Background: an optimization exercise with open tools, aiming at small area and a short achievable clock period. Do not read the settings as production practice.
At most, simulation tests tie the RTL to the original design; equivalence was not proved.
No functional check of the RTL was part of run 1.
No activity file was given, so power comes from the tool's default toggle rates.

===== flow/config.mk =====
export PLATFORM = sky130hd
export DESIGN_NAME = integral_image_engine
export DESIGN_NICKNAME = integral_image_engine
export VERILOG_FILES = /design/flow/design.v
export SDC_FILE = /design/flow/constraint.sdc
export NUM_CORES = 4
export LEC_CHECK = 0
export ABC_CLOCK_PERIOD_IN_PS = 3000
export CAP_MARGIN = 20
export CORE_MARGIN = 2
export CORE_UTILIZATION = 65
export CTS_CLUSTER_DIAMETER = 80
export CTS_CLUSTER_SIZE = 30
export SLEW_MARGIN = 20
export SYNTH_HIERARCHICAL = 1
export SYNTH_MINIMUM_KEEP_SIZE = 0

===== flow/constraint.sdc =====
create_clock -name core_clock -period 10.0 [get_ports {clk}]
set_input_delay 2.0000 -clock core_clock [delete_from_list [all_inputs] [get_ports {clk}]]
set_output_delay 2.0000 -clock core_clock [all_outputs]
set_load 0.01 [all_outputs]

===== flow/design.v =====
module integral_image_engine #(
    parameter int IMG_W  = 160,
    parameter int IMG_H  = 120,
    parameter int PIX_W  = 4,
    parameter int SUM_W  = 20,
    parameter int ADDR_W = 15
) (
    input  logic              clk,
    input  logic              rst_n,
    input  logic              frame_start,
    input  logic              pix_valid,
    input  logic [PIX_W-1:0]  pix_data,
    input  logic [1:0]        mode,
    input  logic              arm,
    output logic              wr_en,
    output logic [ADDR_W-1:0] wr_addr,
    output logic [SUM_W-1:0]  wr_data,
    output logic              frame_done,
    output logic              busy,
    output logic              overflow
);
    localparam int XW = (IMG_W > 1) ? $clog2(IMG_W) : 1;
    localparam int YW = $clog2(IMG_H + 1);
    localparam int CW0 = $clog2(IMG_H * ((1 << PIX_W) - 1) + 1);
    localparam int CW  = (CW0 < SUM_W) ? CW0 : SUM_W;
    localparam int HW  = SUM_W - PIX_W;    
    localparam int CHW = CW - PIX_W;
    localparam logic [XW-1:0] X_LAST = XW'(IMG_W - 1);
    localparam logic [YW-1:0] Y_LAST = YW'(IMG_H - 1);
    function automatic logic [SUM_W-1:0] pp_add(input logic [SUM_W-1:0] a,
                                                input logic [SUM_W-1:0] b);
        logic [SUM_W-1:0] g, p;
        g = a & b;
        p = a ^ b;
        for (int d = 1; d < SUM_W; d = d * 2) begin
            g = g | (p & (g << d));
            p = p & ((p << d) | SUM_W'((1 << d) - 1));
        end
        pp_add = a ^ b ^ (g << 1);
    endfunction
    function automatic logic [SUM_W-1:0] pp_inc(input logic [SUM_W-1:0] a);
        logic [SUM_W-1:0] c;
        c = a;
        for (int d = 1; d < SUM_W; d = d * 2) begin
            c = c & ((c << d) | SUM_W'((1 << d) - 1));
        end
        pp_inc = a ^ ((c << 1) | SUM_W'(1));
    endfunction
    localparam logic [1:0] MODE_CONT   = 2'b00;
    localparam logic [1:0] MODE_SINGLE = 2'b01;
    logic [XW-1:0]     x;
    logic [YW-1:0]     y;
    logic              in_frame;
    logic              capture;
    logic              armed;
    logic              x_nz;        
    logic              y_nz;        
    logic [IMG_W*CW-1:0] sr;
    logic [CW-1:0]       tail;
    logic                pend;
    logic [CW-1:0]       above;
    logic [CW-1:0]       head_next;
    logic              decision;
    logic              cap_now;
    logic              accept;
    logic              x_first, y_first, x_last, y_last;
    logic              last_pix;
    logic              in_frame_next;
    logic [ADDR_W-1:0] cur_addr;
    logic [SUM_W-1:0]  base;       
    logic [SUM_W-1:0]  acc_q;      
    logic [ADDR_W-1:0] addr_q;     
    logic [SUM_W-1:0]  acc;        
    logic [SUM_W-1:0]  base16;     
    logic [SUM_W-1:0]  ii;
    logic [CHW-1:0]    above_hi_inc;
    logic [CW-1:0]     col_new;
    assign head_next = pend ? sr[3*CW-1:2*CW] : sr[2*CW-1:CW];
    logic [ADDR_W-1:0] addr_inc;
    logic [XW-1:0]     x_inc;
    logic [YW-1:0]     y_inc;
    assign addr_inc     = ADDR_W'(pp_inc(SUM_W'(addr_q)));
    assign x_inc        = XW'(pp_inc(SUM_W'(x)));
    assign y_inc        = YW'(pp_inc(SUM_W'(y)));
    assign acc          = ~x_nz ? '0 : acc_q;
    assign base         = pp_add(acc, SUM_W'(above));
    assign base16       = pp_add(acc ^ SUM_W'(above) ^ SUM_W'(1 << PIX_W),
                                 ((acc & SUM_W'(above)) |
                                  ((acc | SUM_W'(above)) & SUM_W'(1 << PIX_W))) << 1);
    assign above_hi_inc = CHW'(pp_inc(SUM_W'(above[CW-1:PIX_W])));
    integral_image_pix_add #(.W(SUM_W), .PIX_W(PIX_W)) u_ii_add (
        .pix(pix_data), .restart(frame_start), .lo(base[PIX_W-1:0]),
        .hi(base[SUM_W-1:PIX_W]), .hi_inc(base16[SUM_W-1:PIX_W]), .sum(ii));
    integral_image_pix_add #(.W(CW), .PIX_W(PIX_W)) u_col_add (
        .pix(pix_data), .restart(frame_start), .lo(above[PIX_W-1:0]),
        .hi(above[CW-1:PIX_W]), .hi_inc(above_hi_inc), .sum(col_new));
    always_comb begin
        decision = 1'b0;
        case (mode)
            MODE_CONT:   decision = 1'b1;
            MODE_SINGLE: decision = armed | arm;
            default:     decision = 1'b0;
        endcase
        cap_now = frame_start ? decision : capture;
        accept  = pix_valid & (frame_start | in_frame);
        x_first  = ~x_nz;
        y_first  = ~y_nz;
        x_last   = (x == X_LAST);
        y_last   = (y == Y_LAST);
        last_pix = ~frame_start & x_last & y_last;
        if (accept) in_frame_next = ~last_pix;
        else        in_frame_next = frame_start | in_frame;
        cur_addr = (frame_start | (x_first & y_first)) ? '0 : addr_inc;
    end
    always_ff @(posedge clk) begin
        if (pend) begin
            sr <= {tail, sr[IMG_W*CW-1:CW]};
        end
        if (accept) begin
            tail   <= col_new;
            acc_q  <= ii;
            addr_q <= cur_addr;
        end
        if (frame_start) begin
            above <= '0;
        end else if (accept) begin
            above <= (y_first & ~x_last) ? '0 : head_next;
        end
    end
    always_ff @(posedge clk or negedge rst_n) begin
        if (!rst_n) begin
            x          <= '0;
            y          <= '0;
            x_nz       <= 1'b0;
            y_nz       <= 1'b0;
            in_frame   <= 1'b0;
            pend       <= 1'b0;
            capture    <= 1'b0;
            armed      <= 1'b0;
            wr_en      <= 1'b0;
            wr_addr    <= '0;
            wr_data    <= '0;
            frame_done <= 1'b0;
            busy       <= 1'b0;
            overflow   <= 1'b0;
        end else begin
            if (accept) begin
                if (frame_start) begin
                    x      <= (IMG_W > 1) ? XW'(1) : '0;
                    y      <= (IMG_W > 1) ? '0 : YW'(1);
                    x_nz   <= (IMG_W > 1);
                    y_nz   <= (IMG_W == 1);
                end else if (x_last) begin
                    x      <= '0;
                    y      <= y_inc;
                    x_nz   <= 1'b0;
                    y_nz   <= 1'b1;
                end else begin
                    x      <= x_inc;
                    x_nz   <= 1'b1;
                end
            end else if (frame_start) begin
                x      <= '0;
                y      <= '0;
                x_nz   <= 1'b0;
                y_nz   <= 1'b0;
            end
            wr_addr    <= cur_addr;
            wr_data    <= ii;
            in_frame   <= in_frame_next;
            pend       <= accept;
            capture    <= cap_now;
            wr_en      <= accept & cap_now;
            frame_done <= accept & cap_now & last_pix;
            busy       <= cap_now & in_frame_next;
            if (frame_start) begin
                overflow <= 1'b0;
            end else if (pix_valid && !in_frame) begin
                overflow <= 1'b1;
            end
            if (frame_start && (mode == MODE_SINGLE)) begin
                armed <= 1'b0;
            end else if (arm) begin
                armed <= 1'b1;
            end
        end
    end
endmodule
module integral_image_pix_add #(
    parameter int W     = 20,
    parameter int PIX_W = 4
) (
    input  logic [PIX_W-1:0] pix,
    input  logic             restart,
    input  logic [PIX_W-1:0] lo,
    input  logic [W-PIX_W-1:0] hi,
    input  logic [W-PIX_W-1:0] hi_inc,
    output logic [W-1:0]     sum
);
    logic [PIX_W-1:0] g, t;
    logic [PIX_W:0]   c;
    logic             term;
    always_comb begin
        g = lo & pix;
        t = lo ^ pix;
        c = '0;
        for (int i = 1; i <= PIX_W; i++) begin
            for (int j = 0; j < i; j++) begin
                term = g[j];
                for (int k = j + 1; k < i; k++) term = term & t[k];
                c[i] = c[i] | term;
            end
        end
        if (restart)
            sum = W'(pix);
        else
            sum = {c[PIX_W] ? hi_inc : hi, t ^ c[PIX_W-1:0]};
    end
endmodule

===== flow/flow/run.sh =====
#!/bin/bash
# Standard ORFS layout; repair aims for a tighter setup target than the clock.
bash standard.sh SETUP_SLACK_MARGIN=7.0 MATCH_CELL_FOOTPRINT=0 finish > standard.log 2>&1

===== flow/standard.sh =====
#!/bin/bash
# synth_recipe.tcl (not shown) runs the flow's synth.tcl, then flattens the netlist and writes it again
# the make line also repeats each setting of config.mk as NAME=value (left out here)
make -C /OpenROAD-flow-scripts/flow DESIGN_CONFIG=/design/flow/config.mk WORK_HOME=/design/flow/orfs CLKGATE_MAP_FILE= SYNTH_SCRIPT=/design/flow/synth_recipe.tcl "${@:-finish}"

==> summary.txt, run 1 <==
- timing/DRC/antenna clean — status
- 1.16 ns — transition at the pin with the smallest max-transition slack
- 110 — standard-cell rows
- 0.332 — final period utilization
- 0 — remaining routing DRC violations
- 0 — count of pins over their slew limit
- 0.908 — area share of the leading cell type in the synthesized netlist
- sky130_fd_sc_hd__clkbuf_16 — clk root buf
- 6 — top fanout value on the critical path
- 8.00% — signed area change from the synthesized netlist to the final layout
- 2 — number of antenna violations at the first check in global routing
- nand2_2 > inv_1 > ha_1 > fa_1 > o311a_1 > maj3_2 > buf_4 > buf_6 > o31ai_4 > a21oi_2 > xnor2_1 > nand2b_1 > mux2i_4 — critical path, cell by cell
- 64100 sq um — post-route cell area
- 235 — largest net degree at the start of global routing
- 1795 — Post-synth EDFFs
- 204 nW/um^2 — power per unit of standard cell area
- 0.10 ns — clock transition at the register clock pins on the worst setup and hold paths after CTS
- 301 MHz — fmax
- 10.48 ns — required time of the worst setup path
- 3.32 ns — clock period minus worst slack
- 0 — MaxCap Viol Count
- 19.7k — number of global-route vias before repair
- 0 — # hold bufs at CTS
- 13.1 mW — total chip power
- sky130_fd_sc_hd__dfrtp_2 — cell with the largest stage delay on the worst path
- 2592 — number of nets in the finished design
- 24.8 sq um — mean area per synthesized cell
- 13 — R2R depth
- 0.658 — starting density of the core
- reg -> reg — kind of path behind the tightest hold check
- 6.68 ns — reg-to-reg slack, setup
- 90300 sq um — area of the core
- 71100 um — total detailed-routing wirelength
- 2449 — net count of the mapped netlist
- 111000 um — first-pass GRT wire length
- 5.53 — via density per instance
- 20.7k — total via count in the routed design
- sky130_fd_sc_hd__edfxtp_1 — cell type with the largest total area after synthesis
- sr[1567]$_DFFE_PP_ — hold wc startpoint
- 21.8 nW — leakage power
- flip-flop — CP Launch Type
- 0.152 mV — worst ir drop on vdd
- 3 — H-tree lvl count
- 49 — buffers added on ports
- 0 — count of endpoints failing hold in the final timing report
- 0.742 — placer's final routability congestion estimate
- 61400 sq um — Post-DP Area
- 74 — Inserted Clock Buffers
- 2397 — Post-Syn Instances
- true — setup repair after global routing missed its margin
- 3 — clk buf depth
- x_nz$_DFFE_PN0P_ — Critical R2R Launch
- 0.66 ns — worst-skew pair later-pin latency
- 3 — worst path bufs/invs
- 0 — worst hold path stage count
- 0 — count of inserted antenna diode cells
- 9 — count of yosys warnings during synthesis
- 93800 sq um — Die Outline Area
- 0.0229 ns — final worst clock skew
- 50 — number of top-level design ports
- flip-flop — critical path endpoint category
- 0.0883 — layout cell share with drive strength beyond 1
- sky130_fd_sc_hd__edfxtp_1 (91%), sky130_fd_sc_hd__dfrtp_1 (2.5%), sky130_fd_sc_hd__mux2i_1 (0.88%) — cell types occupying the most area after synthesis
- 306 um — Die Y
- 0 — final global-route overflow total
- 1866 — count of clock tree sinks
- 65 — number of different library cells in the post-synthesis netlist
- 19.0 um — average detailed-routed wire length per instance
- 0.150 — Global Route Usage Sum
- 5 — drt first pass iters
- sky130_fd_sc_hd__edfxtp_1 — top-count cell post-synth
- 0.0322 — share of synthesized registers carrying an async set or reset
- 0.230 — Slew Limit Headroom
- acc_q[11]$_DFFE_PP_ — Crit Reg-Reg Endpoint
- 59400 sq um — area of the mapped netlist
- 0 — Setup violations, final
- 1941 — drt first-iter violations
- 0.937 — part of the Yosys area used for sequential elements
- 13 — critical path depth in cells
- 1866 — number of storage elements in the synthesis netlist
- 0 — Final ANT Viol Nets
- 0.49 ns — largest incremental delay on the critical path
- yes — TritonCTS clock tree
- 32800 um — placed wire-length estimate
- sky130_fd_sc_hd__edfxtp_1 (1795), sky130_fd_sc_hd__dfrtp_1 (60), sky130_fd_sc_hd__nand2b_1 (58) — cell types with the highest counts after synthesis
- adder cells — dominant delay contributor by cell family on the critical path
- sr[1556]$_DFFE_PP_ — endpoint of the worst hold path
- sky130_fd_sc_hd__edfxtp_1 — predominant post-synthesis flop cell
- 0.710 — core occupancy in the finished layout
- 3.80 ns — data arrival time of the critical path
- 306 um — Die Wd
- reg -> reg — WS Path Type
-- registers in the layout (all words and copies together) (netlist names), 7 cells and up --
register / cells
sr: 1749
acc_q: 20
wr_data: 20
addr_q: 15
wr_addr: 15
above: 11
tail: 11
x: 8
y: 7
-- repair_timing --
action / 4_1_cts / 5_1_grt
buffers inserted: 11 / 10
pin swaps: 14 / 8
setup endpoints to repair: 1033 / 569
resized for setup: 174 / 24
cloned: 2 / 1
-- cell usage in the layout (no fill, tap or decap), types with 3 or more instances in the layout --
cell type	netlist	layout
sky130_fd_sc_hd__clkinv_8	0	3
sky130_fd_sc_hd__nand2_1	56	54
sky130_fd_sc_hd__nand3_2	0	3
sky130_fd_sc_hd__nand3_1	24	20
sky130_fd_sc_hd__ha_1	32	26
sky130_fd_sc_hd__mux2i_1	52	45
sky130_fd_sc_hd__clkbuf_16	0	78
sky130_fd_sc_hd__nor2_4	0	3
sky130_fd_sc_hd__buf_6	1	20
sky130_fd_sc_hd__dfxtp_1	11	11
sky130_fd_sc_hd__nor3_1	6	6
sky130_fd_sc_hd__mux2i_4	0	4
sky130_fd_sc_hd__xor2_1	37	36
sky130_fd_sc_hd__and4_1	8	8
sky130_fd_sc_hd__and2_4	0	3
sky130_fd_sc_hd__nand4_1	13	13
sky130_fd_sc_hd__xnor2_1	18	18
sky130_fd_sc_hd__nor2b_1	6	6
sky130_fd_sc_hd__ha_4	0	6
sky130_fd_sc_hd__and3_1	6	6
sky130_fd_sc_hd__nor2_1	45	42
sky130_fd_sc_hd__inv_1	20	19
sky130_fd_sc_hd__o21a_1	4	4
sky130_fd_sc_hd__buf_4	0	19
sky130_fd_sc_hd__a21oi_1	14	12
sky130_fd_sc_hd__fa_1	9	8
sky130_fd_sc_hd__buf_12	0	10
sky130_fd_sc_hd__dfrtp_1	60	58
sky130_fd_sc_hd__clkdlybuf4s50_1	0	4
sky130_fd_sc_hd__and2_1	12	9
sky130_fd_sc_hd__clkbuf_1	16	20
sky130_fd_sc_hd__o211a_1	3	3
sky130_fd_sc_hd__edfxtp_1	1795	1795
sky130_fd_sc_hd__nand2b_1	58	58
sky130_fd_sc_hd__clkbuf_2	0	29
sky130_fd_sc_hd__mux2i_2	0	3
sky130_fd_sc_hd__o21ai_0	28	27
-- worst max path at each step --
stage                               startpoint                    end
after floorplan                 pend$_DFF_PN0_  above[0]$_SDFFE_PP0P_
after global placement             pix_data[1]    acc_q[13]$_DFFE_PP_
after detailed placement           frame_start  above[8]$_SDFFE_PP0P_
after CTS                 wr_data[3]$_DFF_PN0_             wr_data[3]
after global routing          x_nz$_DFFE_PN0P_    acc_q[14]$_DFFE_PP_
final                         x_nz$_DFFE_PN0P_    acc_q[11]$_DFFE_PP_
-- power by group --
part	internal [mW]	total [mW]	switching (mW)
Combinational	0.0941	0.318	0.224
Clock	1.46	3.56	2.09
Sequential	9.05	9.19	0.143
Total	10.6	13.1	2.46
-- logic make-up (layout without fill, tap and decap cells) --
group / Yosys count / after routing / synth area share
xor gates and xnor gates: 56 / 56 / 0.00839
adders and majority gates: 43 / 43 / 0.0101
muxes: 54 / 54 / 0.00915
DFF: 1866 / 1866 / 0.937
AOI/OAI and AO/OA: 86 / 86 / 0.0103
buffers and inverters: 47 / 220 / 0.00341
and+or+nand+nor: 245 / 246 / 0.0217
-- per-layer routing --
| layer | part of all wire | vias up | track usage |
|---|---|---|---|
| met1 | 0.53 | 10700 | 0.258 |
| met4 | 0.021 | 2 | 0.0434 |
| met2 | 0.42 | 243 | 0.203 |
| met5 | 0.00015 | - | 0 |
| met3 | 0.032 | 95 | 0.0252 |
| li1 | - | 9628 | - |
-- layout make-up --
class	count	area, sq um
Sequential cell	1866	55600
Inverter	21	86.3
Timing Repair Buffer	92	923
Clock inverter	11	198
Clock buffer	96	1980
Tap cell	1176	1470
Multi-Input combinational cell	485	3840
Fill cell	5307	26200
-- per-stage QoR --
stage / TNS [ns] / instances / setup slack, ns / hold slack [ns]
CTS: 0 / 3735 / 6.69 / 0.407
global placement: 0 / 3614 / 5.24 / 0.401
detailed placement: 0 / 3615 / 5.24 / 0.405
global route: 0 / 3747 / 6.58 / 0.421
floorplan: -4450.68 / 2397 / -2.79 / 0.400
finish: 0 / 3747 / 6.68 / 0.412
==> inputs of run 2 (changes only) <==
--- a/flow/design.v
+++ b/flow/design.v
@@ -25,3 +25,2 @@
     localparam int CW  = (CW0 < SUM_W) ? CW0 : SUM_W;
-    localparam int HW  = SUM_W - PIX_W;    
     localparam int CHW = CW - PIX_W;
@@ -29,21 +28,2 @@
     localparam logic [YW-1:0] Y_LAST = YW'(IMG_H - 1);
-    function automatic logic [SUM_W-1:0] pp_add(input logic [SUM_W-1:0] a,
-                                                input logic [SUM_W-1:0] b);
-        logic [SUM_W-1:0] g, p;
-        g = a & b;
-        p = a ^ b;
-        for (int d = 1; d < SUM_W; d = d * 2) begin
-            g = g | (p & (g << d));
-            p = p & ((p << d) | SUM_W'((1 << d) - 1));
-        end
-        pp_add = a ^ b ^ (g << 1);
-    endfunction
-    function automatic logic [SUM_W-1:0] pp_inc(input logic [SUM_W-1:0] a);
-        logic [SUM_W-1:0] c;
-        c = a;
-        for (int d = 1; d < SUM_W; d = d * 2) begin
-            c = c & ((c << d) | SUM_W'((1 << d) - 1));
-        end
-        pp_inc = a ^ ((c << 1) | SUM_W'(1));
-    endfunction
     localparam logic [1:0] MODE_CONT   = 2'b00;
@@ -70,4 +50,2 @@
     logic [SUM_W-1:0]  base;       
-    logic [SUM_W-1:0]  acc_q;      
-    logic [ADDR_W-1:0] addr_q;     
     logic [SUM_W-1:0]  acc;        
@@ -78,14 +56,36 @@
     assign head_next = pend ? sr[3*CW-1:2*CW] : sr[2*CW-1:CW];
-    logic [ADDR_W-1:0] addr_inc;
-    logic [XW-1:0]     x_inc;
-    logic [YW-1:0]     y_inc;
-    assign addr_inc     = ADDR_W'(pp_inc(SUM_W'(addr_q)));
-    assign x_inc        = XW'(pp_inc(SUM_W'(x)));
-    assign y_inc        = YW'(pp_inc(SUM_W'(y)));
-    assign acc          = ~x_nz ? '0 : acc_q;
-    assign base         = pp_add(acc, SUM_W'(above));
-    assign base16       = pp_add(acc ^ SUM_W'(above) ^ SUM_W'(1 << PIX_W),
-                                 ((acc & SUM_W'(above)) |
-                                  ((acc | SUM_W'(above)) & SUM_W'(1 << PIX_W))) << 1);
-    assign above_hi_inc = CHW'(pp_inc(SUM_W'(above[CW-1:PIX_W])));
+    logic [ADDR_W-1:0] addr_inc, addr_c;
+    logic [XW-1:0]     x_inc, x_c;
+    logic [YW-1:0]     y_inc, y_c;
+    logic [CHW-1:0]    above_hi, above_c;
+    logic [SUM_W-1:0]  b_op, b_g, b_p, b_c;         
+    logic [SUM_W-1:0]  s_op, k_op, s_g, s_p, s_c;   
+    localparam logic [SUM_W-1:0] K16 = SUM_W'(1 << PIX_W);
+    integral_image_prefix #(.W(ADDR_W), .GW(1)) u_addr_c (
+        .g(wr_addr[0]), .p(wr_addr), .c(addr_c));
+    assign addr_inc = wr_addr ^ {addr_c[ADDR_W-2:0], 1'b1};
+    integral_image_prefix #(.W(XW), .GW(1)) u_x_c (
+        .g(x[0]), .p(x), .c(x_c));
+    assign x_inc = x ^ {x_c[XW-2:0], 1'b1};
+    integral_image_prefix #(.W(YW), .GW(1)) u_y_c (
+        .g(y[0]), .p(y), .c(y_c));
+    assign y_inc = y ^ {y_c[YW-2:0], 1'b1};
+    assign above_hi = above[CW-1:PIX_W];
+    integral_image_prefix #(.W(CHW), .GW(1)) u_above_c (
+        .g(above_hi[0]), .p(above_hi), .c(above_c));
+    assign above_hi_inc = above_hi ^ {above_c[CHW-2:0], 1'b1};
+    assign acc  = ~x_nz ? '0 : wr_data;
+    assign b_op = SUM_W'(above);
+    assign b_g  = acc & b_op;
+    assign b_p  = acc ^ b_op;
+    integral_image_prefix #(.W(SUM_W), .GW(CW)) u_base_c (
+        .g(b_g[CW-1:0]), .p(b_p), .c(b_c));
+    assign base = b_p ^ {b_c[SUM_W-2:0], 1'b0};
+    assign s_op = acc ^ b_op ^ K16;
+    assign k_op = ((acc & b_op) | ((acc | b_op) & K16)) << 1;
+    assign s_g  = s_op & k_op;
+    assign s_p  = s_op ^ k_op;
+    integral_image_prefix #(.W(SUM_W), .GW(CW + 1)) u_base16_c (
+        .g(s_g[CW:0]), .p(s_p), .c(s_c));
+    assign base16 = s_p ^ {s_c[SUM_W-2:0], 1'b0};
     integral_image_pix_add #(.W(SUM_W), .PIX_W(PIX_W)) u_ii_add (
@@ -119,5 +119,3 @@
         if (accept) begin
-            tail   <= col_new;
-            acc_q  <= ii;
-            addr_q <= cur_addr;
+            tail <= col_new;
         end
@@ -161,2 +159,4 @@
                 end
+                wr_addr <= cur_addr;
+                wr_data <= ii;
             end else if (frame_start) begin
@@ -167,4 +167,2 @@
             end
-            wr_addr    <= cur_addr;
-            wr_data    <= ii;
             in_frame   <= in_frame_next;
@@ -219 +217,20 @@
 endmodule
+module integral_image_prefix #(
+    parameter int W  = 20,
+    parameter int GW = 20
+) (
+    input  logic [GW-1:0] g,
+    input  logic [W-1:0]  p,
+    output logic [W-1:0]  c
+);
+    logic [W-1:0] gg, pg;
+    always_comb begin
+        gg = W'(g);
+        pg = p;
+        for (int d = 1; d < W; d = d * 2) begin
+            gg = gg | (pg & (gg << d));
+            pg = pg & ((pg << d) | W'((1 << d) - 1));
+        end
+        c = gg;
+    end
+endmodule
==> run 2 against run 1 <==
Still clean on timing, DRC and antenna. Combinational power down 14%. Routed wire length up 0.47%. Fmax up 1.4%. Synthesized cell count up 1.5%. Global-route usage up 0.18 points. Clock power down 2%. Hold slack better by 0.0011 ns. Critical path depth down 12. Largest cell class unchanged.
==> summary.txt, run 2 <==
- timing/DRC/antenna clean — status, unchanged
- 20.1k — number of global-route vias before repair, was 19.7k
- 3639 — total placed cells including tap cells, was 3615
- 0.10 ns — clock transition at the register clock pins on the worst setup and hold paths after CTS, about the same
- 0.654 — starting density of the core, was 0.658
- 73 — Inserted Clock Buffers, was 74
- 1.28 ns — data arrival time of the critical path, was 3.80 ns
- 3.28 ns — clock period minus worst slack, was 3.32 ns
- 5.57 — via density per instance, was 5.53
- output pin — critical path endpoint category, was flip-flop
- sky130_fd_sc_hd__dfrtp_2 — cell with the largest stage delay on the worst path, unchanged
- 58700 sq um — area of the mapped netlist, was 59400 sq um
- 50 — number of top-level design ports, unchanged
- 71400 um — total detailed-routing wirelength, was 71100 um
- yes — TritonCTS clock tree, unchanged
- 54600 sq um — sequential cell area, was 55600 sq um
- 1 — worst path bufs/invs, was 3
- x_nz$_DFFE_PN0P_ — Critical R2R Launch, unchanged
- 0 — MaxCap Viol Count, unchanged
- 0 ns — setup TNS after final layout, unchanged
- sky130_fd_sc_hd__edfxtp_1 — most frequent standard cell in the layout excluding fill and tap cells, unchanged
- 14 — count of yosys warnings during synthesis, was 9
- buf_6 — critical path, cell by cell, was nand2_2 > inv_1 > ha_1 > fa_1 > o311a_1 > maj3_2 > buf_4 > buf_6 > o31ai_4 > a21oi_2 > xnor2_1 > nand2b_1 > mux2i_4
- sr — register with the highest flop count, unchanged
- 0 — count of endpoints failing hold in the final timing report, unchanged
- 0.339 — Slew Limit Headroom, was 0.230
- 21.8 nW — leakage power, about the same
- 4000 sq um — footprint of the multi-input gates, was 3840 sq um
- 5 — drt first pass iters, unchanged
- 21.1k — total via count in the routed design, was 20.7k
- 0.707 — core occupancy in the finished layout, was 0.710
- 0 — Setup violations, final, unchanged
- 0 — remaining routing DRC violations, unchanged
- wr_data[8]$_DFFE_PN0P_ — Worst setup startpoint, was x_nz$_DFFE_PN0P_
- sky130_fd_sc_hd__edfxtp_1 (1760), sky130_fd_sc_hd__nand2_1 (102), sky130_fd_sc_hd__clkbuf_16 (81) — top library cells by usage in the layout, fill and taps aside, was sky130_fd_sc_hd__edfxtp_1 (1795), sky130_fd_sc_hd__clkbuf_16 (78), sky130_fd_sc_hd__nand2b_1 (58), sky130_fd_sc_hd__dfrtp_1 (58), sky130_fd_sc_hd__nand2_1 (54)
- 0.66 ns — worst-skew pair later-pin latency, about the same
- sr[331]$_DFFE_PP_ — hold wc startpoint, was sr[1567]$_DFFE_PP_
- 3782 — Cell Count, Final, Fillers Out, was 3747
- 0.991 ns — transition at the pin with the smallest max-transition slack, was 1.16 ns
- sr (1749), wr_data (20), wr_addr (15) — top flop regs, was sr (1749), acc_q (20), wr_data (20)
- 3 — clk buf depth, unchanged
- 33600 um — placed wire-length estimate, was 32800 um
- 305 MHz — fmax, was 301 MHz
- 0 — number of antenna violations at the first check in global routing, was 2
- 8.00 ns — required time of the worst setup path, was 10.48 ns
- 49 — buffers added on ports, unchanged
- 305 um — Die Wd, was 306 um
- 2479 — net count of the mapped netlist, was 2449
- reg -> reg — kind of path behind the tightest hold check, unchanged
- 0.328 — final period utilization, was 0.332
- 0.152 — Global Route Usage Sum, was 0.150
- 0.110 — layout cell share with drive strength beyond 1, was 0.0883
- 24.1 sq um — mean area per synthesized cell, was 24.8 sq um
- 0.0260 ns — final worst clock skew, was 0.0229 ns
- flip-flop — CP Launch Type, unchanged
- 5244 — filler cell count in the final layout, was 5307
- 1831 — count of clock tree sinks, was 1866
- 2072 — drt first-iter violations, was 1941
- 207 — largest net degree at the start of global routing, was 235
- 110 — standard-cell rows, unchanged
- 0.778 — placer's final routability congestion estimate, was 0.742
- 60700 sq um — Post-DP Area, was 61400 sq um
- 305 um — Die Y, was 306 um
- 63500 sq um — post-route cell area, was 64100 sq um
- 2634 — number of nets in the finished design, was 2592
- 2433 — Post-Syn Instances, was 2397
- 0.47 ns — largest incremental delay on the critical path, was 0.49 ns
- 3 — top fanout value on the critical path, was 6
- 18.9 um — average detailed-routed wire length per instance, was 19.0 um
- 1749 — number of flip-flops in the largest register, unchanged
- 92700 sq um — Die Outline Area, was 93800 sq um
- 7.06 ns — reg-to-reg slack, setup, was 6.68 ns
- 0 — final global-route overflow total, unchanged
- true — setup repair after global routing missed its margin, unchanged
- 0 — count of inserted antenna diode cells, unchanged
- 0.155 mV — worst ir drop on vdd, was 0.152 mV
- 201 nW/um^2 — power per unit of standard cell area, was 204 nW/um^2
- 8.16% — signed area change from the synthesized netlist to the final layout, was 8.00%
- reg -> out — WS Path Type, was reg -> reg
- flip-flops — dominant delay contributor by cell family on the critical path, was adder cells
- 89700 sq um — area of the core, was 90300 sq um
- 3 — H-tree lvl count, unchanged
- 112000 um — first-pass GRT wire length, was 111000 um
- sky130_fd_sc_hd__clkbuf_16 — clk root buf, unchanged
- 0 — count of pins over their slew limit, unchanged
- 0 — Final ANT Viol Nets, unchanged
## run 2: where the power goes
part	internal (mW)	total (mW)	leakage, nW	switching, mW
Combinational	0.0740	0.272	2.65	0.198
Sequential	8.87	9.00	18.1	0.129
Clock	1.43	3.48	1.02	2.05
## run 2: layout make-up
cell class / count / area share
Multi-Input combinational cell: 533 / 0.0630
Timing Repair Buffer: 116 / 0.0188
Clock inverter: 8 / 0.00207
Inverter: 33 / 0.00215
Tap cell: 1176 / 0.0232
Sequential cell: 1831 / 0.860
Clock buffer: 85 / 0.0308
## run 2: worst paths after layout
check | cells after the start | endpoint
min in group asynchronous | 2 | armed$_DFFE_PN0P_
max in group asynchronous | 2 | pend$_DFF_PN0_
max | 1 | wr_data[8]
max reg2reg | 14 | wr_data[18]$_DFFE_PN0P_
min reg2reg | 0 | sr[320]$_DFFE_PP_
min | 0 | sr[320]$_DFFE_PP_
## run 2: per-layer routing
layer  vias to the layer above  part of all wire  track usage
met5                         -                 0            0
met4                         0             0.020       0.0395
met3                        95             0.033       0.0272
met2                       293              0.42        0.207
met1                     10900              0.52        0.261
li1                       9744                 -            -
## run 2: through the flow
step / power (mW) / hold WS (ns) / worst slack (ns)
CTS: 12.9 / 0.416 / 6.67
global route: 13.2 / 0.410 / 6.66
detailed placement: 9.41 / 0.405 / 5.39
global placement: 9.40 / 0.401 / 5.29
floorplan: 9.42 / 0.400 / -3.43
finish: 12.7 / 0.413 / 6.72
## run 2: what timing repair did
| action | in CTS | in global routing |
|---|---|---|
| hold buffers | 0 | 0 |
| pin swaps | 7 | 11 |
| resized for setup | 168 | 41 |
| cloned | 3 | 1 |
| setup endpoints to repair | 593 | 454 |
| setup buffers | 36 | 9 |
==> inputs of run 3 (changes only) <==
--- a/flow/config.mk
+++ b/flow/config.mk
@@ -10,3 +10,3 @@
 export CORE_MARGIN = 2
-export CORE_UTILIZATION = 65
+export CORE_UTILIZATION = 55
 export CTS_CLUSTER_DIAMETER = 80
==> run 3 against run 2 <==
Still clean on timing, DRC and antenna. First-iteration DRC count hardly changed. Final cell count increased by 5.7%. Combinational power about the same.
==> summary.txt, run 3 <==
- timing/DRC/antenna clean — status, unchanged
- 106000 sq um — area of the core, was 89700 sq um
- 12.9 mW — total chip power, was 12.7 mW
- 0.0186 ns — final worst clock skew, was 0.0260 ns
- 8.87% — signed area change from the synthesized netlist to the final layout, was 8.16%
- 306 MHz — fmax, was 305 MHz
- 1 — worst path bufs/invs, unchanged
- 0 — count of pins over their slew limit, unchanged
- 1749 — number of flip-flops in the largest register, unchanged
- 1831 — count of clock tree sinks, unchanged
- 7 — drt first pass iters, was 5
- 24.1 sq um — mean area per synthesized cell, unchanged
- true — setup repair after global routing missed its margin, unchanged
- 0.44 ns — largest incremental delay on the critical path, was 0.47 ns
- 7154 — filler cell count in the final layout, was 5244
- reg -> out — WS Path Type, unchanged
- sr (1749), wr_data (20), wr_addr (15) — top flop regs, unchanged
- 0 — Final ANT Viol Nets, unchanged
- 2073 — drt first-iter violations, was 2072
- flip-flops — dominant delay contributor by cell family on the critical path, unchanged
- 0 — count of inserted antenna diode cells, unchanged
- 1.01 ns — transition at the pin with the smallest max-transition slack, was 0.991 ns
- 223 — largest net degree at the start of global routing, was 207
- 0 — remaining routing DRC violations, unchanged
- 3.26 ns — clock period minus worst slack, was 3.28 ns
- yes — TritonCTS clock tree, unchanged
- 8.00 ns — required time of the worst setup path, about the same
- 58700 sq um — area of the mapped netlist, unchanged
- sky130_fd_sc_hd__clkbuf_16 — clk root buf, unchanged
- 119 — standard-cell rows, was 110
- 49 — buffers added on ports, unchanged
- 0.67 ns — worst-skew pair later-pin latency, was 0.66 ns
- sr — register with the highest flop count, unchanged
- output pin — critical path endpoint category, unchanged
- 0.132 — Global Route Usage Sum, was 0.152
- 0.329 — Slew Limit Headroom, was 0.339
- 0 — final global-route overflow total, unchanged
- 0 — number of antenna violations at the first check in global routing, unchanged
- clkbuf_2 — critical path, cell by cell, was buf_6
- 73800 um — total detailed-routing wirelength, was 71400 um
- 6.74 ns — worst-case setup margin in the final layout, was 6.72 ns
- 331 um — Die Wd, was 305 um
- 3 — H-tree lvl count, unchanged
- 0 — Setup violations, final, unchanged
- 34800 um — placed wire-length estimate, was 33600 um
- 0 — # hold bufs at CTS, unchanged
- sky130_fd_sc_hd__dfrtp_1 — cell with the largest stage delay on the worst path, was sky130_fd_sc_hd__dfrtp_2
- 0.777 — placer's final routability congestion estimate, was 0.778
- 0.326 — final period utilization, was 0.328
- 75 — Inserted Clock Buffers, was 73
- 20.4k — number of global-route vias before repair, was 20.1k
- 109000 sq um — Die Outline Area, was 92700 sq um
- 21.4k — total via count in the routed design, was 21.1k
- sky130_fd_sc_hd__edfxtp_1 (1760), sky130_fd_sc_hd__nand2_1 (102), sky130_fd_sc_hd__clkbuf_16 (81) — top library cells by usage in the layout, fill and taps aside, unchanged
- reg -> reg — kind of path behind the tightest hold check, unchanged
- 0.112 — layout cell share with drive strength beyond 1, was 0.110
- 202 nW/um^2 — power per unit of standard cell area, was 201 nW/um^2
- 3 — top fanout value on the critical path, unchanged
- 331 um — Die Y, was 305 um
- 2632 — number of nets in the finished design, was 2634
- 0.11 ns — clock transition at the register clock pins on the worst setup and hold paths after CTS, was 0.10 ns
- 0 — count of endpoints failing hold in the final timing report, unchanged
- 54600 sq um — sequential cell area, about the same
- 3 — clk buf depth, unchanged
- 18.5 um — average detailed-routed wire length per instance, was 18.9 um
- 0.131 mV — worst ir drop on vdd, was 0.155 mV
- 50 — number of top-level design ports, unchanged
- 115000 um — first-pass GRT wire length, was 112000 um
- 21.8 nW — leakage power, about the same
- flip-flop — CP Launch Type, unchanged
- 2479 — net count of the mapped netlist, unchanged
- 4090 sq um — footprint of the multi-input gates, was 4000 sq um
- 0 — MaxCap Viol Count, unchanged
- sky130_fd_sc_hd__edfxtp_1 — most frequent standard cell in the layout excluding fill and tap cells, unchanged
- 5.44 ns — worst setup timing slack at the placement stage, was 5.39 ns
- 0.556 — starting density of the core, was 0.654
- 2433 — Post-Syn Instances, unchanged
- 1.26 ns — data arrival time of the critical path, was 1.28 ns
- 5.35 — via density per instance, was 5.57
- 14 — count of yosys warnings during synthesis, unchanged
[run 3: routing by layer]
metal  routed length, um  global-route usage  vias up
met3                2540              0.0244      121
met2               31300               0.182      312
met1               38200               0.219    11200
met4                1790              0.0367        0
met5                   0                   0        -
li1                    -                   -     9765
[run 3: power by group]
part	total [mW]	switching [mW]	internal, mW
logic	0.274	0.199	0.0751
clock network	3.61	2.14	1.47
registers	9.00	0.131	8.87
total	12.9	2.47	10.4
[run 3: what timing repair did]
| item | in CTS | in global routing |
|---|---|---|
| endpoints found under the setup margin | 991 | 641 |
| setup buffers | 35 | 7 |
| gates resized for setup | 160 | 63 |
| cloned | 1 | 2 |
| pin swaps | 6 | 11 |
[run 3: cell type report]
type / instances / share of cell area
Clock buffer: 83 / 0.0308
Inverter: 33 / 0.00198
Sequential cell: 1831 / 0.854
Multi-Input combinational cell: 533 / 0.0640
Tap cell: 1391 / 0.0272
Clock inverter: 14 / 0.00370
Timing Repair Buffer: 112 / 0.0180
[run 3: final timing paths]
kind,slack [ns],from,cells past startpoint,to
worst max-delay path,6.74,wr_data[6]$_DFFE_PN0P_,1,wr_data[6]
worst min-delay path,0.41,sr[1665]$_DFFE_PP_,0,sr[1654]$_DFFE_PP_
worst max register to register,7.12,x_nz$_DFFE_PN0P_,13,wr_data[17]$_DFFE_PN0P_
worst min register to register,0.41,sr[1665]$_DFFE_PP_,0,sr[1654]$_DFFE_PP_
max in group asynchronous,7.86,rst_n,2,pend$_DFF_PN0_
min in group asynchronous,1.50,rst_n,2,wr_addr[14]$_DFFE_PN0P_
[run 3: through the flow]
stage | instances | hold slack [ns] | setup TNS (ns) | cell area (sq um) | utilization
final | 3997 | 0.414 | 0 | 63900 | 0.605
after global routing | 3997 | 0.422 | 0 | 63900 | 0.605
after CTS | 3988 | 0.415 | 0 | 63500 | 0.601
after detailed placement | 3855 | 0.405 | 0 | 60900 | 0.577
after global placement | 3854 | 0.402 | 0 | 60900 | 0.577
after floorplan | 2433 | 0.400 | -4448.05 | 58700 | -
==> inputs of run 4 (changes only) <==
==> flow/flow/run.sh (replaced) <==
#!/bin/bash
# Standard ORFS layout; repair aims for a tighter setup target than the clock.
bash standard.sh SETUP_SLACK_MARGIN=6.7 MATCH_CELL_FOOTPRINT=0 finish > standard.log 2>&1
==> run 4 against run 3 <==
Still clean. Global-route usage down 0.074 points. Critical path depth unchanged. Sequential power about the same. Combinational power down 6%. Core utilization down 0.39 points. Synthesized area unchanged. First-iteration DRC count up 8.6%. Clock power about the same. Die area unchanged. Sequential share of layout area up 0.56 points. Non-clock buffer count down 6. Largest power group unchanged.
==> summary.txt, run 4 <==
- 3991 — Cell Count, Final, Fillers Out, was 3997
- 0 — count of pins over their slew limit, unchanged
- 7196 — filler cell count in the final layout, was 7154
- 3 — clk buf depth, unchanged
- 0.326 — final period utilization, about the same
- 0.699 — sequential cell fraction of total power, about the same
- 0 — MaxCap Viol Count, unchanged
- 14 — count of yosys warnings during synthesis, unchanged
- 0.777 — placer's final routability congestion estimate, unchanged
- 0.0244 — grt met3 use, about the same
- 0 — count of endpoints failing hold in the final timing report, unchanged
- 0 — Final ANT Viol Nets, unchanged
- output pin — critical path endpoint category, unchanged
- 203 nW/um^2 — power per unit of standard cell area, was 202 nW/um^2
- 2626 — number of nets in the finished design, was 2632
- reg -> out — WS Path Type, unchanged
- 0.192 — switching part of the total power, about the same
- 2.46 mW — Net Sw Power, was 2.47 mW
- 0 — count of inserted antenna diode cells, unchanged
- met1 — most used routing layer, unchanged
- timing/DRC/antenna clean — status, unchanged
- 0.217 — met1 layer usage reported by global route, was 0.219
- sky130_fd_sc_hd__edfxtp_1 (1760), sky130_fd_sc_hd__nand2_1 (102), sky130_fd_sc_hd__clkbuf_16 (79) — top library cells by usage in the layout, fill and taps aside, was sky130_fd_sc_hd__edfxtp_1 (1760), sky130_fd_sc_hd__nand2_1 (102), sky130_fd_sc_hd__clkbuf_16 (81)
- 0.181 — grt met2 use, was 0.182
- 1831 — count of clock tree sinks, unchanged
- 8.00 ns — required time of the worst setup path, about the same
- 0.020 — share of power burned in combinational logic, was 0.021
- 20.4k — number of global-route vias before repair, about the same
- 0.281 — Clock Power Share, was 0.280
- flip-flops — dominant delay contributor by cell family on the critical path, unchanged
- 0.131 — Global Route Usage Sum, was 0.132
- 3 — H-tree lvl count, unchanged
- 58700 sq um — area of the mapped netlist, unchanged
- 0.67 ns — worst-skew pair later-pin latency, about the same
- 0.11 ns — clock transition at the register clock pins on the worst setup and hold paths after CTS, about the same
- 49 — buffers added on ports, unchanged
- 2252 — drt first-iter violations, was 2073
- flip-flop — CP Launch Type, unchanged
- 0 — remaining routing DRC violations, unchanged
- sky130_fd_sc_hd__clkbuf_16 — clk root buf, unchanged
- sr — register with the highest flop count, unchanged
- 50 — number of top-level design ports, unchanged
- 119 — standard-cell rows, unchanged
- 0.0184 ns — final worst clock skew, was 0.0186 ns
- 6.74 ns — worst-case setup margin in the final layout, about the same
- 0 — Setup violations, final, unchanged
- true — setup repair after global routing missed its margin, unchanged
- 3 — top fanout value on the critical path, unchanged
- 0.46 ns — largest incremental delay on the critical path, was 0.44 ns
- 5.33 — via density per instance, was 5.35
- 2433 — Post-Syn Instances, unchanged
- 331 um — Die Wd, unchanged
- 18.3 um — average detailed-routed wire length per instance, was 18.5 um
- 8.17% — signed area change from the synthesized netlist to the final layout, was 8.87%
- 0.0969 — layout cell share with drive strength beyond 1, was 0.112
- 0.322 — Slew Limit Headroom, was 0.329
- 109000 sq um — Die Outline Area, unchanged
- 1 — worst path bufs/invs, unchanged
- 1.02 ns — transition at the pin with the smallest max-transition slack, was 1.01 ns
- sky130_fd_sc_hd__dfrtp_2 — cell with the largest stage delay on the worst path, was sky130_fd_sc_hd__dfrtp_1
- 1.26 ns — data arrival time of the critical path, about the same
- clkbuf_2 — critical path, cell by cell, unchanged
- 10.4 mW — internal power component, about the same
- sky130_fd_sc_hd__edfxtp_1 — most frequent standard cell in the layout excluding fill and tap cells, unchanged
- 24.1 sq um — mean area per synthesized cell, unchanged
- 115000 um — first-pass GRT wire length, about the same
- 0 — number of antenna violations at the first check in global routing, unchanged
- 75 — Inserted Clock Buffers, unchanged
- 3.26 ns — clock period minus worst slack, about the same
- 3855 — total placed cells including tap cells, unchanged
- 5.44 ns — worst setup timing slack at the placement stage, unchanged
- 0.130 mV — worst ir drop on vdd, was 0.131 mV
- 331 um — Die Y, unchanged
- 0 — final global-route overflow total, unchanged
- 34800 um — placed wire-length estimate, unchanged
- yes — TritonCTS clock tree, unchanged
- reg -> reg — kind of path behind the tightest hold check, unchanged
- 1749 — number of flip-flops in the largest register, unchanged
- 306 MHz — fmax, about the same
- 73200 um — total detailed-routing wirelength, was 73800 um
- 106000 sq um — area of the core, unchanged
- 5 — drt first pass iters, was 7
- sr (1749), wr_data (20), wr_addr (15) — top flop regs, unchanged
- 223 — largest net degree at the start of global routing, unchanged
- 2479 — net count of the mapped netlist, unchanged
- 0.556 — starting density of the core, unchanged
- 21.8 nW — leakage power, about the same
- 21.3k — total via count in the routed design, was 21.4k
-- run 4: cell count changes in the layout (fill, tap and decap cells not counted), sizes merged --
cell / delta
buf: -22
dlymetal6s2s: +10
clkbuf: +6
-- run 4: final timing paths --
| path | startpoint | to | slack [ns] | depth (start not counted) |
|---|---|---|---|---|
| max in group asynchronous | rst_n | pend$_DFF_PN0_ | 7.86 | 2 |
| min in group asynchronous | rst_n | wr_addr[13]$_DFFE_PN0P_ | 1.50 | 2 |
| max reg2reg | x_nz$_DFFE_PN0P_ | wr_data[18]$_DFFE_PN0P_ | 6.91 | 13 |
| min | sr[1665]$_DFFE_PP_ | sr[1654]$_DFFE_PP_ | 0.41 | 0 |
| max | wr_data[8]$_DFFE_PN0P_ | wr_data[8] | 6.74 | 1 |
| min reg2reg | sr[1665]$_DFFE_PP_ | sr[1654]$_DFFE_PP_ | 0.41 | 0 |
-- run 4: what timing repair did --
| action | 4_1_cts | 5_1_grt |
|---|---|---|
| pin swaps | 1 | 1 |
| endpoints found under the setup margin | 507 | 827 |
| setup buffers | 26 | 12 |
| gates resized for setup | 103 | 19 |
| hold buffers | 0 | 0 |
| gates cloned | 1 | 0 |
-- run 4: power groups by stage --
stage | clock, mW | sequential, mW | combinational [mW]
finish | 3.61 | 9.00 | 0.258
global route | 4.03 | 9.04 | 0.288
CTS | 3.80 | 9.01 | 0.256
detailed placement | 0 | 9.17 | 0.244
global placement | 0 | 9.17 | 0.230
floorplan | 0 | 9.35 | 0.0699
-- run 4: area by class of cell --
class                           count  area, sq um  area share
Clock buffer                       83         1970      0.0310
Clock inverter                     14          236     0.00372
Inverter                           33          126     0.00199
Multi-Input combinational cell    533         3830      0.0604
Sequential cell                  1831        54600       0.860
Tap cell                         1391         1740      0.0274
Timing Repair Buffer              106          986      0.0155
-- run 4: metrics by stage --
| stage | power, mW | util | hold slack, ns | TNS, ns | area [sq um] |
|---|---|---|---|---|---|
| after floorplan | 9.42 | - | 0.400 | -4448.05 | 58700 |
| after global placement | 9.40 | 0.577 | 0.402 | 0 | 60900 |
| after detailed placement | 9.41 | 0.577 | 0.405 | 0 | 60900 |
| after CTS | 13.1 | 0.600 | 0.415 | 0 | 63400 |
| after global routing | 13.4 | 0.601 | 0.421 | 0 | 63500 |
| final | 12.9 | 0.601 | 0.410 | 0 | 63500 |
-- run 4: worst register-to-register path, stage by stage (launching register included) --
cell	delay (ns)
sky130_fd_sc_hd__dfrtp_4	0.58
sky130_fd_sc_hd__and2_1	0.18
sky130_fd_sc_hd__ha_1	0.32
sky130_fd_sc_hd__a21o_1	0.23
sky130_fd_sc_hd__a21o_1	0.22
sky130_fd_sc_hd__xor2_2	0.17
sky130_fd_sc_hd__ha_2	0.34
sky130_fd_sc_hd__o211a_1	0.15
sky130_fd_sc_hd__a211oi_4	0.21
sky130_fd_sc_hd__buf_12	0.16
sky130_fd_sc_hd__buf_8	0.13
sky130_fd_sc_hd__mux2i_1	0.21
sky130_fd_sc_hd__nand2_1	0.08
sky130_fd_sc_hd__nand2_1	0.08
-- run 4: layer usage --
| layer | vias up | share of wire |
|---|---|---|
| li1 | 9756 | - |
| met1 | 11100 | 0.52 |
| met2 | 284 | 0.42 |
| met3 | 114 | 0.032 |
| met4 | 0 | 0.023 |
| met5 | - | 0 |
==> inputs of run 5 (changes only) <==
==> flow/flow/run.sh (replaced) <==
#!/bin/bash
# Standard ORFS layout; repair aims for a tighter setup target than the clock.
bash standard.sh SETUP_SLACK_MARGIN=6.8 MATCH_CELL_FOOTPRINT=0 finish > standard.log 2>&1
==> run 5 against run 4 <==
Combinational power about the same. Routed wire length up 0.36%. Still clean on timing, DRC and antenna. Clock skew down 0.00097 ns. Core utilization up 0.056 points. Hold slack better by 0.0035 ns. Global-route usage about the same.
==> summary.txt, run 5 <==
- 1.07 ns — transition at the pin with the smallest max-transition slack, was 1.02 ns
- 34800 um — placed wire-length estimate, unchanged
- sr — register with the highest flop count, unchanged
- 0 — number of antenna violations at the first check in global routing, unchanged
- true — setup repair after global routing missed its margin, unchanged
- sr[1665]$_DFFE_PP_ — hold wc startpoint, unchanged
- 3 — clk buf depth, unchanged
- 0.67 ns — worst-skew pair later-pin latency, about the same
- 49 — buffers added on ports, unchanged
- 2479 — net count of the mapped netlist, unchanged
- 58700 sq um — area of the mapped netlist, unchanged
- 0 — count of endpoints failing hold in the final timing report, unchanged
- 8.27% — signed area change from the synthesized netlist to the final layout, was 8.17%
- 0.288 — Slew Limit Headroom, was 0.322
- sky130_fd_sc_hd__clkbuf_16 — clk root buf, unchanged
- 3993 — Cell Count, Final, Fillers Out, was 3991
- 223 — largest net degree at the start of global routing, unchanged
- 20.4k — number of global-route vias before repair, about the same
- 5.33 — via density per instance, about the same
- sky130_fd_sc_hd__edfxtp_1 (1760), sky130_fd_sc_hd__nand2_1 (102), sky130_fd_sc_hd__clkbuf_16 (79) — top library cells by usage in the layout, fill and taps aside, unchanged
- flip-flops — dominant delay contributor by cell family on the critical path, unchanged
- 12.9 mW — total chip power, about the same
- 119 — standard-cell rows, unchanged
- 0 — remaining routing DRC violations, unchanged
- 331 um — Die Wd, unchanged
- 18.4 um — average detailed-routed wire length per instance, was 18.3 um
- 0.132 — Global Route Usage Sum, was 0.131
- sky130_fd_sc_hd__dfrtp_1 — cell with the largest stage delay on the worst path, was sky130_fd_sc_hd__dfrtp_2
- 106000 sq um — area of the core, unchanged
- 0 — count of inserted antenna diode cells, unchanged
- flip-flop — CP Launch Type, unchanged
- output pin — critical path endpoint category, unchanged
- reg -> out — WS Path Type, unchanged
- 0.131 mV — worst ir drop on vdd, was 0.130 mV
- 0 — count of pins over their slew limit, unchanged
- 202 nW/um^2 — power per unit of standard cell area, was 203 nW/um^2
- 1 — worst path bufs/invs, unchanged
- 14 — count of yosys warnings during synthesis, unchanged
- 1831 — count of clock tree sinks, unchanged
- 1.27 ns — data arrival time of the critical path, was 1.26 ns
- 0.777 — placer's final routability congestion estimate, unchanged
- 54600 sq um — sequential cell area, unchanged
- sr (1749), wr_data (20), wr_addr (15) — top flop regs, unchanged
- 0.11 ns — clock transition at the register clock pins on the worst setup and hold paths after CTS, about the same
- 0.100 — layout cell share with drive strength beyond 1, was 0.0969
- 0.0175 ns — final worst clock skew, was 0.0184 ns
- 24.1 sq um — mean area per synthesized cell, unchanged
- 1749 — number of flip-flops in the largest register, unchanged
- 0 — MaxCap Viol Count, unchanged
- 7195 — filler cell count in the final layout, was 7196
- timing/DRC/antenna clean — status, unchanged
- 3820 sq um — footprint of the multi-input gates, was 3830 sq um
- 3 — H-tree lvl count, unchanged
- 8.00 ns — required time of the worst setup path, about the same
- wr_data[6]$_DFFE_PN0P_ — Worst setup startpoint, was wr_data[8]$_DFFE_PN0P_
- 50 — number of top-level design ports, unchanged
- 3 — top fanout value on the critical path, unchanged
- clkbuf_2 — critical path, cell by cell, unchanged
- 0.327 — final period utilization, was 0.326
- reg -> reg — kind of path behind the tightest hold check, unchanged
- 115000 um — first-pass GRT wire length, about the same
- 2117 — drt first-iter violations, was 2252
- 331 um — Die Y, unchanged
- 306 MHz — fmax, about the same
- 3855 — total placed cells including tap cells, unchanged
- 21.8 nW — leakage power, about the same
- 5 — drt first pass iters, unchanged
- 3.27 ns — clock period minus worst slack, was 3.26 ns
- 109000 sq um — Die Outline Area, unchanged
- 73400 um — total detailed-routing wirelength, was 73200 um
- 0 — Setup violations, final, unchanged
- 2433 — Post-Syn Instances, unchanged
- 21.3k — total via count in the routed design, about the same
- 0 — Final ANT Viol Nets, unchanged
- 0.44 ns — largest incremental delay on the critical path, was 0.46 ns
- 0 — final global-route overflow total, unchanged
- yes — TritonCTS clock tree, unchanged
- 2628 — number of nets in the finished design, was 2626
- 0.414 ns — worst hold slack, was 0.410 ns
- 0 — # hold bufs at CTS, unchanged
- x_nz$_DFFE_PN0P_ — Critical R2R Launch, unchanged
- 75 — Inserted Clock Buffers, unchanged
- 0.556 — starting density of the core, unchanged
- sky130_fd_sc_hd__edfxtp_1 — most frequent standard cell in the layout excluding fill and tap cells, unchanged
-- run 5: worst reg2reg max path, stage by stage (launching register included) --
cell,delay [ns]
sky130_fd_sc_hd__dfrtp_4,0.55
sky130_fd_sc_hd__and2_1,0.17
sky130_fd_sc_hd__ha_1,0.32
sky130_fd_sc_hd__a21o_1,0.23
sky130_fd_sc_hd__a21o_1,0.22
sky130_fd_sc_hd__xor2_2,0.17
sky130_fd_sc_hd__ha_2,0.34
sky130_fd_sc_hd__o211a_1,0.15
sky130_fd_sc_hd__a211oi_4,0.20
sky130_fd_sc_hd__buf_12,0.16
sky130_fd_sc_hd__buf_8,0.13
sky130_fd_sc_hd__mux2i_1,0.21
sky130_fd_sc_hd__nand2_1,0.08
sky130_fd_sc_hd__nand2_1,0.08
-- run 5: area by class of cell --
cell class,instances,area share
clock buffer,83,0.0310
sequential,1831,0.859
multi-input combinational,533,0.0601
tap,1391,0.0274
timing repair buffer,108,0.0167
clock inverter,14,0.00372
inverter,33,0.00199
-- run 5: worst paths after layout --
path / end / slack [ns] / cells past startpoint
worst max-delay path: wr_data[6] / 6.73 / 1
worst min register to register: sr[1654]$_DFFE_PP_ / 0.41 / 0
max in group asynchronous: pend$_DFF_PN0_ / 7.88 / 2
min in group asynchronous: wr_addr[14]$_DFFE_PN0P_ / 1.49 / 2
worst max register to register: wr_data[18]$_DFFE_PN0P_ / 6.94 / 13
worst min-delay path: sr[1654]$_DFFE_PP_ / 0.41 / 0
-- run 5: metal layers --
metal	vias to the layer above	wire, um	track usage
met5	-	0	0
met3	111	2520	0.0244
met2	284	31000	0.181
met4	0	1730	0.0367
li1	9760	-	-
met1	11100	38200	0.218
-- run 5: timing repair --
action                                  4_1_cts  5_1_grt
gates cloned                                  1        0
setup buffers                                33        7
endpoints found under the hold margin         0        0
gates resized for setup                     154       18
pin swaps                                     2        2
endpoints found under the setup margin      531       70
-- run 5: report_power, final --
group          switching (mW)  internal [mW]
logic                   0.194         0.0651
registers               0.131           8.87
clock network            2.14           1.47
-- run 5: per-stage QoR --
stage	cell area, sq um	TNS [ns]	worst slack (ns)	util
detailed placement	60900	0	5.44	0.577
global route	63500	0	6.65	0.602
floorplan	58700	-4448.05	-3.43	-
CTS	63400	0	6.65	0.601
finish	63500	0	6.73	0.602
global placement	60900	0	5.26	0.577
==> inputs of run 6 (changes only) <==
--- a/flow/design.v
+++ b/flow/design.v
@@ -50,2 +50,4 @@
     logic [SUM_W-1:0]  base;       
+    logic [SUM_W-1:0]  acc_q;      
+    logic [ADDR_W-1:0] addr_q;     
     logic [SUM_W-1:0]  acc;        
@@ -64,4 +66,4 @@
     integral_image_prefix #(.W(ADDR_W), .GW(1)) u_addr_c (
-        .g(wr_addr[0]), .p(wr_addr), .c(addr_c));
-    assign addr_inc = wr_addr ^ {addr_c[ADDR_W-2:0], 1'b1};
+        .g(addr_q[0]), .p(addr_q), .c(addr_c));
+    assign addr_inc = addr_q ^ {addr_c[ADDR_W-2:0], 1'b1};
     integral_image_prefix #(.W(XW), .GW(1)) u_x_c (
@@ -76,3 +78,3 @@
     assign above_hi_inc = above_hi ^ {above_c[CHW-2:0], 1'b1};
-    assign acc  = ~x_nz ? '0 : wr_data;
+    assign acc  = ~x_nz ? '0 : acc_q;
     assign b_op = SUM_W'(above);
@@ -119,3 +121,5 @@
         if (accept) begin
-            tail <= col_new;
+            tail   <= col_new;
+            acc_q  <= ii;
+            addr_q <= cur_addr;
         end
@@ -159,4 +163,2 @@
                 end
-                wr_addr <= cur_addr;
-                wr_data <= ii;
             end else if (frame_start) begin
@@ -167,2 +169,4 @@
             end
+            wr_addr    <= cur_addr;
+            wr_data    <= ii;
             in_frame   <= in_frame_next;
--- a/flow/config.mk
+++ b/flow/config.mk
@@ -11,4 +11,4 @@
 export CORE_UTILIZATION = 55
-export CTS_CLUSTER_DIAMETER = 80
-export CTS_CLUSTER_SIZE = 30
+export CTS_CLUSTER_DIAMETER = 60
+export CTS_CLUSTER_SIZE = 20
 export SLEW_MARGIN = 20
==> run 6 against run 5 <==
Clock power is 34% higher. Total power up 11%. Count of clock-buffer cells in the layout up 50. Routed wire length down 1.7%. Sequential power rose by 2%. Critical endpoint is now wr_data[5]. Highest routed layer unchanged. Die area up 1.1%. Clock skew grew 0.0014 ns. Register-to-register slack worse by 0.04 ns. Non-clock buffer count fell by 38. Core utilization increased by 0.97 points. Via count decreased by 0.88%. Largest cell class unchanged.
==> summary.txt, run 6 <==
- timing/DRC/antenna clean — status, unchanged
- 7196 — filler cell count in the final layout, was 7195
- 0.805 — placer's final routability congestion estimate, was 0.777
- 308 MHz — fmax, was 306 MHz
- flip-flops — dominant delay contributor by cell family on the critical path, unchanged
- 2427 — net count of the mapped netlist, was 2479
- 1749 — number of flip-flops in the largest register, unchanged
- 107000 sq um — area of the core, was 106000 sq um
- 11.6 mW — internal power component, was 10.4 mW
- 50 — number of top-level design ports, unchanged
- 2.76 mW — Net Sw Power, was 2.46 mW
- 0 ns — setup TNS after final layout, unchanged
- 1958 — drt first-iter violations, was 2117
- 33100 um — placed wire-length estimate, was 34800 um
- 0 — # hold bufs at CTS, unchanged
- 0 — count of endpoints failing hold in the final timing report, unchanged
- sr[377]$_DFFE_PP_ — endpoint of the worst hold path, was sr[1654]$_DFFE_PP_
- acc_q[5]$_DFFE_PP_ — Crit Reg-Reg Endpoint, was wr_data[18]$_DFFE_PN0P_
- 0 — count of inserted antenna diode cells, unchanged
- 5.25 — via density per instance, was 5.33
- 114000 um — first-pass GRT wire length, was 115000 um
- 0.338 — Clock Power Share, was 0.280
- 0.325 — final period utilization, was 0.327
- 3818 — total placed cells including tap cells, was 3855
- 0 — remaining routing DRC violations, unchanged
- reg -> out — WS Path Type, unchanged
- 333 um — Die Y, was 331 um
- 1.13 ns — transition at the pin with the smallest max-transition slack, was 1.07 ns
- 0.114 — layout cell share with drive strength beyond 1, was 0.100
- 0 — worst hold path stage count, unchanged
- buf_6 — critical path, cell by cell, was clkbuf_2
- reg -> reg — kind of path behind the tightest hold check, unchanged
- 10.3% — signed area change from the synthesized netlist to the final layout, was 8.27%
- 0.42 ns — largest incremental delay on the critical path, was 0.44 ns
- sky130_fd_sc_hd__edfxtp_1 (1795), sky130_fd_sc_hd__clkbuf_16 (121), sky130_fd_sc_hd__dfrtp_1 (58) — top library cells by usage in the layout, fill and taps aside, was sky130_fd_sc_hd__edfxtp_1 (1760), sky130_fd_sc_hd__nand2_1 (102), sky130_fd_sc_hd__clkbuf_16 (79)
- 4017 — Cell Count, Final, Fillers Out, was 3993
- 3 — H-tree lvl count, unchanged
- 1.25 ns — data arrival time of the critical path, was 1.27 ns
- 6.90 ns — reg-to-reg slack, setup, was 6.94 ns
- 0 — MaxCap Viol Count, unchanged
- 1 — worst path bufs/invs, unchanged
- 0.021 — share of power burned in combinational logic, was 0.020
- 0.193 — switching part of the total power, was 0.192
- 219 nW/um^2 — power per unit of standard cell area, was 202 nW/um^2
- 8.00 ns — required time of the worst setup path, about the same
- sky130_fd_sc_hd__edfxtp_1 — most frequent standard cell in the layout excluding fill and tap cells, unchanged
- 0 — final global-route overflow total, unchanged
- 3 — clk buf depth, unchanged
- 0 — Final ANT Viol Nets, unchanged
- wr_data[5]$_DFF_PN0_ — Worst setup startpoint, was wr_data[6]$_DFFE_PN0P_
- 22.5 nW — leakage power, was 21.8 nW
- 0.555 — starting density of the core, was 0.556
- 24.9 sq um — mean area per synthesized cell, was 24.1 sq um
- 111000 sq um — Die Outline Area, was 109000 sq um
- 0 — count of pins over their slew limit, unchanged
- 0.70 ns — worst-skew pair later-pin latency, was 0.67 ns
- 0 — Setup violations, final, unchanged
- 3.25 ns — clock period minus worst slack, was 3.27 ns
- yes — TritonCTS clock tree, unchanged
- 59400 sq um — area of the mapped netlist, was 58700 sq um
- 11 — R2R depth, was 13
- sky130_fd_sc_hd__clkbuf_16 — clk root buf, unchanged
- 0.160 mV — worst ir drop on vdd, was 0.131 mV
- 0.0189 ns — final worst clock skew, was 0.0175 ns
- output pin — critical path endpoint category, unchanged
- sr[388]$_DFFE_PP_ — hold wc startpoint, was sr[1665]$_DFFE_PP_
- 61700 sq um — Post-DP Area, was 60900 sq um
- 2589 — number of nets in the finished design, was 2628
- sr (1749), acc_q (20), wr_data (20) — top flop regs, was sr (1749), wr_data (20), wr_addr (15)
- 0.128 — Global Route Usage Sum, was 0.132
- 1866 — count of clock tree sinks, was 1831
- 14 — count of yosys warnings during synthesis, unchanged
- 14.3 mW — total chip power, was 12.9 mW
- sky130_fd_sc_hd__dfrtp_1 — cell with the largest stage delay on the worst path, unchanged
- 0.412 ns — worst hold slack, was 0.414 ns
- 2381 — Post-Syn Instances, was 2433
- 0.08 ns — clock transition at the register clock pins on the worst setup and hold paths after CTS, was 0.11 ns
- 49 — buffers added on ports, unchanged
- 120 — standard-cell rows, was 119
- 72200 um — total detailed-routing wirelength, was 73400 um
- 20.6k — number of global-route vias before repair, was 20.4k
- 65500 sq um — post-route cell area, was 63500 sq um
- 216 — largest net degree at the start of global routing, was 223
- 0.249 — Slew Limit Headroom, was 0.288
- sr — register with the highest flop count, unchanged
- 117 — Inserted Clock Buffers, was 75
- 1 — top fanout value on the critical path, was 3
- 5 — drt first pass iters, unchanged
- 21.1k — total via count in the routed design, was 21.3k
- 18.0 um — average detailed-routed wire length per instance, was 18.4 um
- x_nz$_DFFE_PN0P_ — Critical R2R Launch, unchanged
- 0.641 — sequential cell fraction of total power, was 0.699
- 333 um — Die Wd, was 331 um
- flip-flop — CP Launch Type, unchanged
- 0 — number of antenna violations at the first check in global routing, unchanged
- true — setup repair after global routing missed its margin, unchanged
run 6: cell types whose count changed in the layout (fill, tap and decap cells not counted), moves of 14 or more:
| cell | change |
|---|---|
| sky130_fd_sc_hd__nand2b_1 | -15 |
| sky130_fd_sc_hd__o2bb2ai_1 | -14 |
| sky130_fd_sc_hd__nor2_1 | +17 |
| sky130_fd_sc_hd__clkbuf_16 | +42 |
| sky130_fd_sc_hd__o21ai_0 | -14 |
| sky130_fd_sc_hd__buf_4 | -35 |
| sky130_fd_sc_hd__nand2_1 | -64 |
| sky130_fd_sc_hd__clkbuf_2 | +15 |
| sky130_fd_sc_hd__buf_6 | -19 |
| sky130_fd_sc_hd__xnor2_1 | +14 |
| sky130_fd_sc_hd__edfxtp_1 | +35 |
run 6: how the worst max path moves through the flow:
stage | endpoint | slack [ns] | depth (start not counted)
after global routing | wr_data[7] | 6.69 | 1
after detailed placement | acc_q[0]$_DFFE_PP_ | 5.29 | 3
final | wr_data[5] | 6.75 | 1
after floorplan | above[10]$_SDFFE_PP0P_ | -3.43 | 2
after global placement | acc_q[8]$_DFFE_PP_ | 5.27 | 6
after CTS | wr_data[6] | 6.68 | 1
run 6: repair_timing:
action                                 4_1_cts  5_1_grt
buffers inserted                             2        4
endpoints found under the hold margin        0        0
setup endpoints to repair                  174      982
gates cloned                                 1        1
resized for setup                          113       19
pin swaps                                    1        1
run 6: worst reg2reg max path, delay by kind of cell (launching register included):
family | cells | cell delay [ns]
AOI/OAI and AO/OA | 4 | 0.81
xor gates and xnor gates | 1 | 0.21
and+or+nand+nor | 1 | 0.18
muxes | 1 | 0.26
DFF | 1 | 0.55
adders and majority gates | 2 | 0.59
buffers and inverters | 2 | 0.30
run 6: per-layer routing:
layer,vias up,wire length (um),global-route usage,part of all wire
met5,-,0,0,0
met4,0,2090,0.0447,0.029
met3,153,2380,0.0243,0.033
met2,281,29900,0.170,0.41
met1,11000,37800,0.212,0.52
li1,9685,-,-,-
run 6: cell type report:
class,instances,area [sq um],share of cell area
flip-flops and latches,1866,55600,0.850
multi-input cells,452,3530,0.0540
clock buffers,133,3050,0.0466
well taps,1403,1760,0.0268
repair buffers,70,722,0.0110
clock inverters,57,637,0.00973
inverters,36,149,0.00227
run 6: power groups by stage:
stage | combinational (mW) | sequential [mW] | clock, mW
finish | 0.303 | 9.19 | 4.83
global route | 0.336 | 9.23 | 5.30
CTS | 0.296 | 9.20 | 5.04
detailed placement | 0.294 | 9.36 | 0
global placement | 0.278 | 9.36 | 0
floorplan | 0.0948 | 9.54 | 0
run 6: per-stage QoR:
| step | setup slack (ns) | utilization |
|---|---|---|
| floorplan | -3.43 | - |
| global placement | 5.27 | 0.576 |
| detailed placement | 5.29 | 0.576 |
| CTS | 6.68 | 0.610 |
| global route | 6.69 | 0.612 |
| finish | 6.75 | 0.612 |

## port drivers added, routing unchanged
Ports are ideal in the flow. The routed layouts listed here were re-timed in OpenROAD. Step 1: set_driving_cell puts a clkbuf_16 on clk and a buf_2 on each other input, an assumption about the parent block. Step 2 moves the port delays by t, midway between the first and last clock arrival at a register: inputs arrive t later, outputs are due t later. That takes back most of the time a late clock gives input paths. Three values: ideal, step 1, step 2; two values: the first two.
run | t (ns) | setup slack, ns | hold WS [ns] | worst setup path at the end
run 1 | 0.718 | 6.680 / 6.680 / 6.228 | 0.412 / 0.412 / 0.412 | input to register
run 2 | 0.708 | 6.725 / 6.662 / 6.315 | 0.413 / 0.413 / 0.413 | input to register
run 3 | 0.726 | 6.736 / 6.667 / 6.321 | 0.414 / 0.414 / 0.414 | input to register
run 4 | 0.724 | 6.737 / 6.669 / 6.112 | 0.410 / 0.410 / 0.410 | input to register
run 5 | 0.724 | 6.735 / 6.666 / 6.170 | 0.414 / 0.414 / 0.414 | input to register
run 6 | 0.771 | 6.749 / 6.672 / 6.143 | 0.412 / 0.412 / 0.412 | input to register
After both steps every run listed still meets setup and hold. The setup slack of run 4, which loses most, moves by -0.068 ns with the drivers and by -0.625 ns with both steps.
